This design comes from an exercise in tuning for small area and a short achievable clock period on the open sky130 flow, not from production work. Power and IR drop assume default switching activity.

==> module countdownTimer, before the edit <==
module countdownTimer (
    input  logic        frame_clk,
    input  logic        reset,
    input  logic        frameStart,
    input  logic        timerRestart,
    output spritePkg::frameCountT timeLeft,
    output logic        hundreds,
    output spritePkg::digitT      tens,
    output spritePkg::digitT      ones
);
    localparam logic [12:0] TimerStart = 13'd6059;
    logic [12:0] count;
    logic [5:0]  frames;
    logic framesZero, onesZero, tensZero, tick, secTick, onesTick, tensTick;
    logic [13:0] cb;    
    logic [6:0]  fb;
    logic [4:0]  ob, tb;
    assign timeLeft = {3'd0, count};
    assign framesZero = (frames == 6'd0);
    assign onesZero   = (ones == 4'd0);
    assign tensZero   = (tens == 4'd0);
    assign tick     = frameStart & ~(framesZero & onesZero & tensZero & ~hundreds);
    assign secTick  = tick & framesZero;
    assign onesTick = secTick & onesZero;
    assign tensTick = onesTick & tensZero;
    always_comb begin
        cb[0] = tick;
        for (int i = 0; i < 13; i++) cb[i+1] = cb[i] & ~count[i];
        fb[0] = tick & ~framesZero;
        for (int i = 0; i < 6; i++) fb[i+1] = fb[i] & ~frames[i];
        ob[0] = secTick & ~onesZero;
        for (int i = 0; i < 4; i++) ob[i+1] = ob[i] & ~ones[i];
        tb[0] = onesTick & ~tensZero;
        for (int i = 0; i < 4; i++) tb[i+1] = tb[i] & ~tens[i];
    end
    always_ff @(posedge frame_clk or posedge reset) begin
        if (reset) begin
            count    <= TimerStart;
            frames   <= 6'd59;
            ones     <= 4'd0;
            tens     <= 4'd0;
            hundreds <= 1'b1;
        end else if (timerRestart) begin
            count    <= TimerStart;
            frames   <= 6'd59;
            ones     <= 4'd0;
            tens     <= 4'd0;
            hundreds <= 1'b1;
        end else begin
            count  <= count ^ cb[12:0];
            frames <= frames ^ (fb[5:0] | {secTick, secTick, secTick, 1'b0, secTick, secTick});
            ones   <= ones ^ (ob[3:0] | {onesTick, 2'b00, onesTick});
            tens   <= tens ^ (tb[3:0] | {tensTick, 2'b00, tensTick});
            if (tensTick) hundreds <= 1'b0;
        end
    end
endmodule
Settings: LEC_CHECK=0, CAP_MARGIN=20, CORE_MARGIN=2, CORE_UTILIZATION=40, CTS_BUF_LIST=sky130_fd_sc_hd__clkbuf_4 sky130_fd_sc_hd__clkbuf_8, SLEW_MARGIN=20, SYNTH_HIERARCHICAL=1, SYNTH_MINIMUM_KEEP_SIZE=0; clock period 14.0 ns.
standard.sh (not shown) runs the stock make flow with config.mk's settings and CLKGATE_MAP_FILE= SYNTH_SCRIPT=/design/flow/synth_recipe.tcl, a recipe that flattens the netlist after the stock synthesis.
==> flow/flow/run.sh <==
#!/bin/bash
# The standard layout, with plain buffers on the ports instead of the delay cells
# that port buffering picks by default, and timing repair aimed at a shorter period than
# the clock (the margin); make's output goes to make_finish.log, each tool's to orfs/logs
set -euo pipefail
bash standard.sh finish BUFFER_PORTS_ARGS="-buffer_cell sky130_fd_sc_hd__buf_2" SETUP_SLACK_MARGIN=8 > make_finish.log 2>&1
Change:
--- a/flow/design.v
+++ b/flow/design.v
@@ -92,12 +92,14 @@
     output spritePkg::digitT      ones
 );
     localparam logic [12:0] TimerStart = 13'd6059;
+    logic [12:3] countHigh;
     logic [12:0] count;
     logic [5:0]  frames;
     logic framesZero, onesZero, tensZero, tick, secTick, onesTick, tensTick;
-    logic [13:0] cb;    
+    logic [13:3] cb;    
     logic [6:0]  fb;
     logic [4:0]  ob, tb;
+    assign count    = {countHigh, frames[2] ^ ones[0], frames[1:0]};
     assign timeLeft = {3'd0, count};
     assign framesZero = (frames == 6'd0);
     assign onesZero   = (ones == 4'd0);
@@ -107,8 +109,8 @@
     assign onesTick = secTick & onesZero;
     assign tensTick = onesTick & tensZero;
     always_comb begin
-        cb[0] = tick;
-        for (int i = 0; i < 13; i++) cb[i+1] = cb[i] & ~count[i];
+        cb[3] = tick & (count[2:0] == 3'd0);
+        for (int i = 3; i < 13; i++) cb[i+1] = cb[i] & ~count[i];
         fb[0] = tick & ~framesZero;
         for (int i = 0; i < 6; i++) fb[i+1] = fb[i] & ~frames[i];
         ob[0] = secTick & ~onesZero;
@@ -118,19 +120,19 @@
     end
     always_ff @(posedge frame_clk or posedge reset) begin
         if (reset) begin
-            count    <= TimerStart;
+            countHigh <= TimerStart[12:3];
             frames   <= 6'd59;
             ones     <= 4'd0;
             tens     <= 4'd0;
             hundreds <= 1'b1;
         end else if (timerRestart) begin
-            count    <= TimerStart;
+            countHigh <= TimerStart[12:3];
             frames   <= 6'd59;
             ones     <= 4'd0;
             tens     <= 4'd0;
             hundreds <= 1'b1;
         end else begin
-            count  <= count ^ cb[12:0];
+            countHigh <= countHigh ^ cb[12:3];
             frames <= frames ^ (fb[5:0] | {secTick, secTick, secTick, 1'b0, secTick, secTick});
             ones   <= ones ^ (ob[3:0] | {onesTick, 2'b00, onesTick});
             tens   <= tens ^ (tb[3:0] | {tensTick, 2'b00, tensTick});
Result:
- clock skew drops by 0.0049 ns
- design area fell by about 0.5%
- worst hold slack is worse by 0.0041 ns
- worst setup slack loses 0.063 ns
- via count falls by 0.31%
- wire length hardly moves
- total power decreases by 0.97%
- synthesized area drops by 0.46%
- die area is lower by 0.45%
- count of clock-buffer cells in the layout does not change
- synthesized cell count falls by about 0.6%
- sequential share of layout area shrinks by 0.35 points
- maximum frequency shrinks by about 1%
- clock power is about the same
Function was not checked in any run of this note: the RTL went through the layout flow alone.

Another version of the RTL of donkeyScreen (not shown whole).
Size in the first run: roughly 1600 cells after synthesis, roughly 0.016 sq mm of cells after synthesis.
==> module apbRegs, before the edit <==
module apbRegs (
    input  logic             frame_clk,
    input  logic             reset,
    input  logic             PSEL,
    input  logic             PENABLE,
    input  logic             PWRITE,
    input  logic [7:0]       PADDR,
    input  logic [15:0]      PWDATA,
    output logic [15:0]      PRDATA,
    output logic             PREADY,
    output logic             PSLVERR,
    output spritePkg::coordT barrel0X,
    output spritePkg::coordT barrel0Y,
    output spritePkg::coordT barrel1X,
    output spritePkg::coordT barrel1Y,
    output spritePkg::coordT barrelSize,
    output logic             timerRestart
);
    localparam logic [9:0] OffScreen   = 10'd700;
    localparam logic [9:0] DefaultSize = 10'd8;
    logic       highZero;
    logic       addrMapped;
    logic [5:0] sel;
    logic       writeAcc;
    assign highZero   = (PADDR[7:5] == 3'd0) && (PADDR[1:0] == 2'd0);
    assign addrMapped = highZero && !(PADDR[4] && PADDR[3]);
    always_comb begin
        for (int i = 0; i < 6; i++) sel[i] = highZero && (PADDR[4:2] == 3'(i));
    end
    assign PREADY  = 1'b1;
    assign PSLVERR = ~addrMapped;
    logic [9:0] lowPair, highPair, readMux;
    assign lowPair  = PADDR[2] ? barrel0Y : barrel0X;
    assign highPair = PADDR[2] ? barrel1Y : barrel1X;
    assign readMux  = PADDR[4] ? ({10{~PADDR[3] & ~PADDR[2]}} & barrelSize)
                               : (PADDR[3] ? highPair : lowPair);
    assign PRDATA   = {6'd0, {10{highZero}} & readMux};
    assign writeAcc = PSEL & PENABLE & PWRITE;
    always_ff @(posedge frame_clk or posedge reset) begin
        if (reset) begin
            barrel0X   <= OffScreen;
            barrel0Y   <= OffScreen;
            barrel1X   <= OffScreen;
            barrel1Y   <= OffScreen;
            barrelSize <= DefaultSize;
        end else if (writeAcc) begin
            if (sel[0]) barrel0X   <= PWDATA[9:0];
            if (sel[1]) barrel0Y   <= PWDATA[9:0];
            if (sel[2]) barrel1X   <= PWDATA[9:0];
            if (sel[3]) barrel1Y   <= PWDATA[9:0];
            if (sel[4]) barrelSize <= PWDATA[9:0];
        end
    end
    always_ff @(posedge frame_clk or posedge reset) begin
        if (reset) begin
            timerRestart <= 1'b0;
        end else begin
            timerRestart <= writeAcc && sel[5] && PWDATA[0];
        end
    end
endmodule
==> module digitGlyph, before the edit <==
module digitGlyph (
    input  spritePkg::digitT digit,
    input  logic [2:0]       cellX,
    input  logic [3:0]       cellY,
    output logic             lit
);
    logic [6:0] segOn;
    logic [6:0] segArea;
    logic d3, d2, d1, d0;
    assign {d3, d2, d1, d0} = digit;
    assign segOn[6] = d3 | d1 | (d2 & d0) | (~d2 & ~d0);
    assign segOn[5] = ~d2 | (d1 & d0) | (~d1 & ~d0);
    assign segOn[4] = d2 | ~d1 | d0;
    assign segOn[3] = d3 | (~d2 & ~d0) | (d1 & ~d0) | (~d2 & d1) | (d2 & ~d1 & d0);
    assign segOn[2] = (~d2 & ~d0) | (d1 & ~d0);
    assign segOn[1] = d3 | (~d1 & ~d0) | (d2 & ~d1) | (d2 & ~d0);
    assign segOn[0] = d3 | (d2 & ~d1) | (~d2 & d1) | (d1 & ~d0);
    assign segArea[6] = (cellY <= 4'd1) && (cellX >= 3'd1) && (cellX <= 3'd6);
    assign segArea[0] = (cellY >= 4'd7) && (cellY <= 4'd8)
                        && (cellX >= 3'd1) && (cellX <= 3'd6);
    assign segArea[3] = (cellY >= 4'd14) && (cellX >= 3'd1) && (cellX <= 3'd6);
    assign segArea[5] = (cellX >= 3'd6) && (cellY >= 4'd1) && (cellY <= 4'd7);
    assign segArea[1] = (cellX <= 3'd1) && (cellY >= 4'd1) && (cellY <= 4'd7);
    assign segArea[4] = (cellX >= 3'd6) && (cellY >= 4'd8) && (cellY <= 4'd14);
    assign segArea[2] = (cellX <= 3'd1) && (cellY >= 4'd8) && (cellY <= 4'd14);
    assign lit = |(segOn & segArea);
endmodule
==> module sceneHitTest, before the edit <==
module sceneHitTest (
    input  logic             frame_clk,
    input  logic             reset,
    input  spritePkg::coordT drawX,
    input  spritePkg::coordT drawY,
    input  spritePkg::coordT barrel0X,
    input  spritePkg::coordT barrel0Y,
    input  spritePkg::coordT barrel1X,
    input  spritePkg::coordT barrel1Y,
    input  spritePkg::coordT barrelSize,
    input  logic             hundreds,
    input  spritePkg::digitT tens,
    input  spritePkg::digitT ones,
    output logic [1:0]       code
);
    spritePkg::coordT dist0X, dist0Y, dist1X, dist1Y;
    spritePkg::coordT dist0XNext, dist0YNext, dist1XNext, dist1YNext;
    logic [19:0] radSqNext;
    logic [19:2] radSqHigh;
    logic        radSqLow;
    logic [19:0] radSq;
    logic  distValid;
    logic  digitHit;
    logic  girderHit;
    logic  barrelNext;
    logic  girderNext;
    logic  digitNext;
    logic  inDigitArea;
    logic  glyphLit;
    spritePkg::digitT cellDigit;
    absDiff10 diff0X (.a (drawX), .b (barrel0X), .d (dist0XNext));
    absDiff10 diff0Y (.a (drawY), .b (barrel0Y), .d (dist0YNext));
    absDiff10 diff1X (.a (drawX), .b (barrel1X), .d (dist1XNext));
    absDiff10 diff1Y (.a (drawY), .b (barrel1Y), .d (dist1YNext));
    radiusSquare radSquare (.r (barrelSize), .sq (radSqNext));
    always_comb begin
        girderNext = 1'b0;
        for (int i = 0; i < spritePkg::GirderCount; i++) begin
            if ((drawX > spritePkg::GirderLeft[10*i +: 10]) && (drawX < spritePkg::GirderRight[10*i +: 10])
                    && (drawY >= spritePkg::GirderTop[10*i +: 10]) && (drawY <= spritePkg::GirderBottom[10*i +: 10])) begin
                girderNext = 1'b1;
            end
        end
    end
    assign inDigitArea = (drawX < 10'd24) && (drawY < 10'd16);
    always_comb begin
        case (drawX[4:3])
            2'd0:    cellDigit = {3'd0, hundreds};
            2'd1:    cellDigit = tens;
            default: cellDigit = ones;
        endcase
    end
    digitGlyph glyph (
        .digit (cellDigit),
        .cellX (drawX[2:0]),
        .cellY (drawY[3:0]),
        .lit   (glyphLit)
    );
    assign digitNext = inDigitArea & glyphLit;
    always_ff @(posedge frame_clk) begin
        dist0X <= dist0XNext;
        dist0Y <= dist0YNext;
        dist1X <= dist1XNext;
        dist1Y <= dist1YNext;
        radSqHigh <= radSqNext[19:2];
        radSqLow  <= radSqNext[0];
    end
    always_ff @(posedge frame_clk or posedge reset) begin
        if (reset) begin
            distValid <= 1'b0;
            digitHit  <= 1'b0;
            girderHit <= 1'b0;
        end else begin
            distValid <= 1'b1;
            digitHit  <= digitNext;
            girderHit <= girderNext;
        end
    end
    assign radSq = {radSqHigh, 1'b0, radSqLow};
    barrelHits circles (
        .a0x (dist0X), .a0y (dist0Y), .a1x (dist1X), .a1y (dist1Y),
        .radSq (radSq),
        .hit (barrelNext)
    );
    always_ff @(posedge frame_clk or posedge reset) begin
        if (reset) begin
            code <= 2'b00;
        end else begin
            code[1] <= (distValid & barrelNext) | digitHit;
            code[0] <= (distValid & barrelNext) | (~digitHit & girderHit);
        end
    end
endmodule
clock: 14.0 ns
lec_check: 0
cap_margin: 20
core_margin: 2
core_utilization: 40
cts_buf_list: sky130_fd_sc_hd__clkbuf_4 sky130_fd_sc_hd__clkbuf_8
slew_margin: 20
synth_hierarchical: 1
synth_minimum_keep_size: 0
Scripts as last shown in full above: flow/flow/run.sh
Edit:
--- a/flow/design.v
+++ b/flow/design.v
@@ -52,14 +52,11 @@
         for (int i = 0; i < 6; i++) sel[i] = highZero && (PADDR[4:2] == 3'(i));
     end
     assign PREADY  = 1'b1;
     assign PSLVERR = ~addrMapped;
-    logic [9:0] lowPair, highPair, readMux;
-    assign lowPair  = PADDR[2] ? barrel0Y : barrel0X;
-    assign highPair = PADDR[2] ? barrel1Y : barrel1X;
-    assign readMux  = PADDR[4] ? ({10{~PADDR[3] & ~PADDR[2]}} & barrelSize)
-                               : (PADDR[3] ? highPair : lowPair);
-    assign PRDATA   = {6'd0, {10{highZero}} & readMux};
+    assign PRDATA  = {6'd0, ({10{sel[0]}} & barrel0X) | ({10{sel[1]}} & barrel0Y)
+                          | ({10{sel[2]}} & barrel1X) | ({10{sel[3]}} & barrel1Y)
+                          | ({10{sel[4]}} & barrelSize)};
     assign writeAcc = PSEL & PENABLE & PWRITE;
     always_ff @(posedge frame_clk or posedge reset) begin
         if (reset) begin
             barrel0X   <= OffScreen;
@@ -151,17 +148,23 @@
     output logic             lit
 );
     logic [6:0] segOn;
     logic [6:0] segArea;
-    logic d3, d2, d1, d0;
-    assign {d3, d2, d1, d0} = digit;
-    assign segOn[6] = d3 | d1 | (d2 & d0) | (~d2 & ~d0);
-    assign segOn[5] = ~d2 | (d1 & d0) | (~d1 & ~d0);
-    assign segOn[4] = d2 | ~d1 | d0;
-    assign segOn[3] = d3 | (~d2 & ~d0) | (d1 & ~d0) | (~d2 & d1) | (d2 & ~d1 & d0);
-    assign segOn[2] = (~d2 & ~d0) | (d1 & ~d0);
-    assign segOn[1] = d3 | (~d1 & ~d0) | (d2 & ~d1) | (d2 & ~d0);
-    assign segOn[0] = d3 | (d2 & ~d1) | (~d2 & d1) | (d1 & ~d0);
+    always_comb begin
+        case (digit)
+            4'd0:    segOn = 7'b1111110;
+            4'd1:    segOn = 7'b0110000;
+            4'd2:    segOn = 7'b1101101;
+            4'd3:    segOn = 7'b1111001;
+            4'd4:    segOn = 7'b0110011;
+            4'd5:    segOn = 7'b1011011;
+            4'd6:    segOn = 7'b1011111;
+            4'd7:    segOn = 7'b1110000;
+            4'd8:    segOn = 7'b1111111;
+            4'd9:    segOn = 7'b1111011;
+            default: segOn = 7'b0000000;
+        endcase
+    end
     assign segArea[6] = (cellY <= 4'd1) && (cellX >= 3'd1) && (cellX <= 3'd6);
     assign segArea[0] = (cellY >= 4'd7) && (cellY <= 4'd8)
                         && (cellX >= 3'd1) && (cellX <= 3'd6);
     assign segArea[3] = (cellY >= 4'd14) && (cellX >= 3'd1) && (cellX <= 3'd6);
@@ -189,10 +192,8 @@
 );
     spritePkg::coordT dist0X, dist0Y, dist1X, dist1Y;
     spritePkg::coordT dist0XNext, dist0YNext, dist1XNext, dist1YNext;
     logic [19:0] radSqNext;
-    logic [19:2] radSqHigh;
-    logic        radSqLow;
     logic [19:0] radSq;
     logic  distValid;
     logic  digitHit;
     logic  girderHit;
@@ -235,10 +236,9 @@
         dist0X <= dist0XNext;
         dist0Y <= dist0YNext;
         dist1X <= dist1XNext;
         dist1Y <= dist1YNext;
-        radSqHigh <= radSqNext[19:2];
-        radSqLow  <= radSqNext[0];
+        radSq  <= radSqNext;
     end
     always_ff @(posedge frame_clk or posedge reset) begin
         if (reset) begin
             distValid <= 1'b0;
@@ -249,9 +249,8 @@
             digitHit  <= digitNext;
             girderHit <= girderNext;
         end
     end
-    assign radSq = {radSqHigh, 1'b0, radSqLow};
     barrelHits circles (
         .a0x (dist0X), .a0y (dist0Y), .a1x (dist1X), .a1y (dist1Y),
         .radSq (radSq),
         .hit (barrelNext)
=> The new run produced a clean layout. Clock power is lower by about 2%. Clock skew is lower by 0.0044 ns. Global-route usage is higher by 0.13 points. Wire length is higher by 0.51%. Hold slack stays flat. Total power stays flat.
Function was not checked in any run of this note: the RTL went through the layout flow alone.

==> re-timing with driven ports <==
Ports are ideal in the flow. The routed layouts listed here were re-timed in OpenROAD.
Step 1: set_driving_cell puts a clkbuf_16 on frame_clk and a buf_2 on each other input, an assumption about the parent block.
Step 2, shift: input delay + t, output delay - t, t = (earliest + latest rising clock arrival at the registers) / 2. This alone moves slack from input paths to output paths.
Slacks: ideal ports / drivers / drivers and shift; pairs: ideal ports / drivers.
run | shift t [ns] | setup slack, ns | hold WS [ns] | worst data-port slew with drivers (ns) | cell pins on the clock port's net
the first run of note 1 | 0.522 | 7.512 / 7.290 / 7.290 | 0.457 / 0.457 / 0.457 | 0.25 | 1
the second run of note 1 | 0.510 | 7.449 / 7.269 / 7.269 | 0.453 / 0.453 / 0.453 | 0.23 | 1
the first run of note 2 | 0.504 | 7.404 / 7.259 / 7.259 | 0.451 / 0.451 / 0.451 | 0.19 | 1
the second run of note 2 | 0.494 | 7.511 / 7.283 / 7.283 | 0.450 / 0.450 / 0.450 | 0.25 | 1
After both steps setup and hold are still met in every run listed. The setup slack of the second run of note 2, which loses most, moves by -0.228 ns with the drivers and by -0.228 ns with both steps.
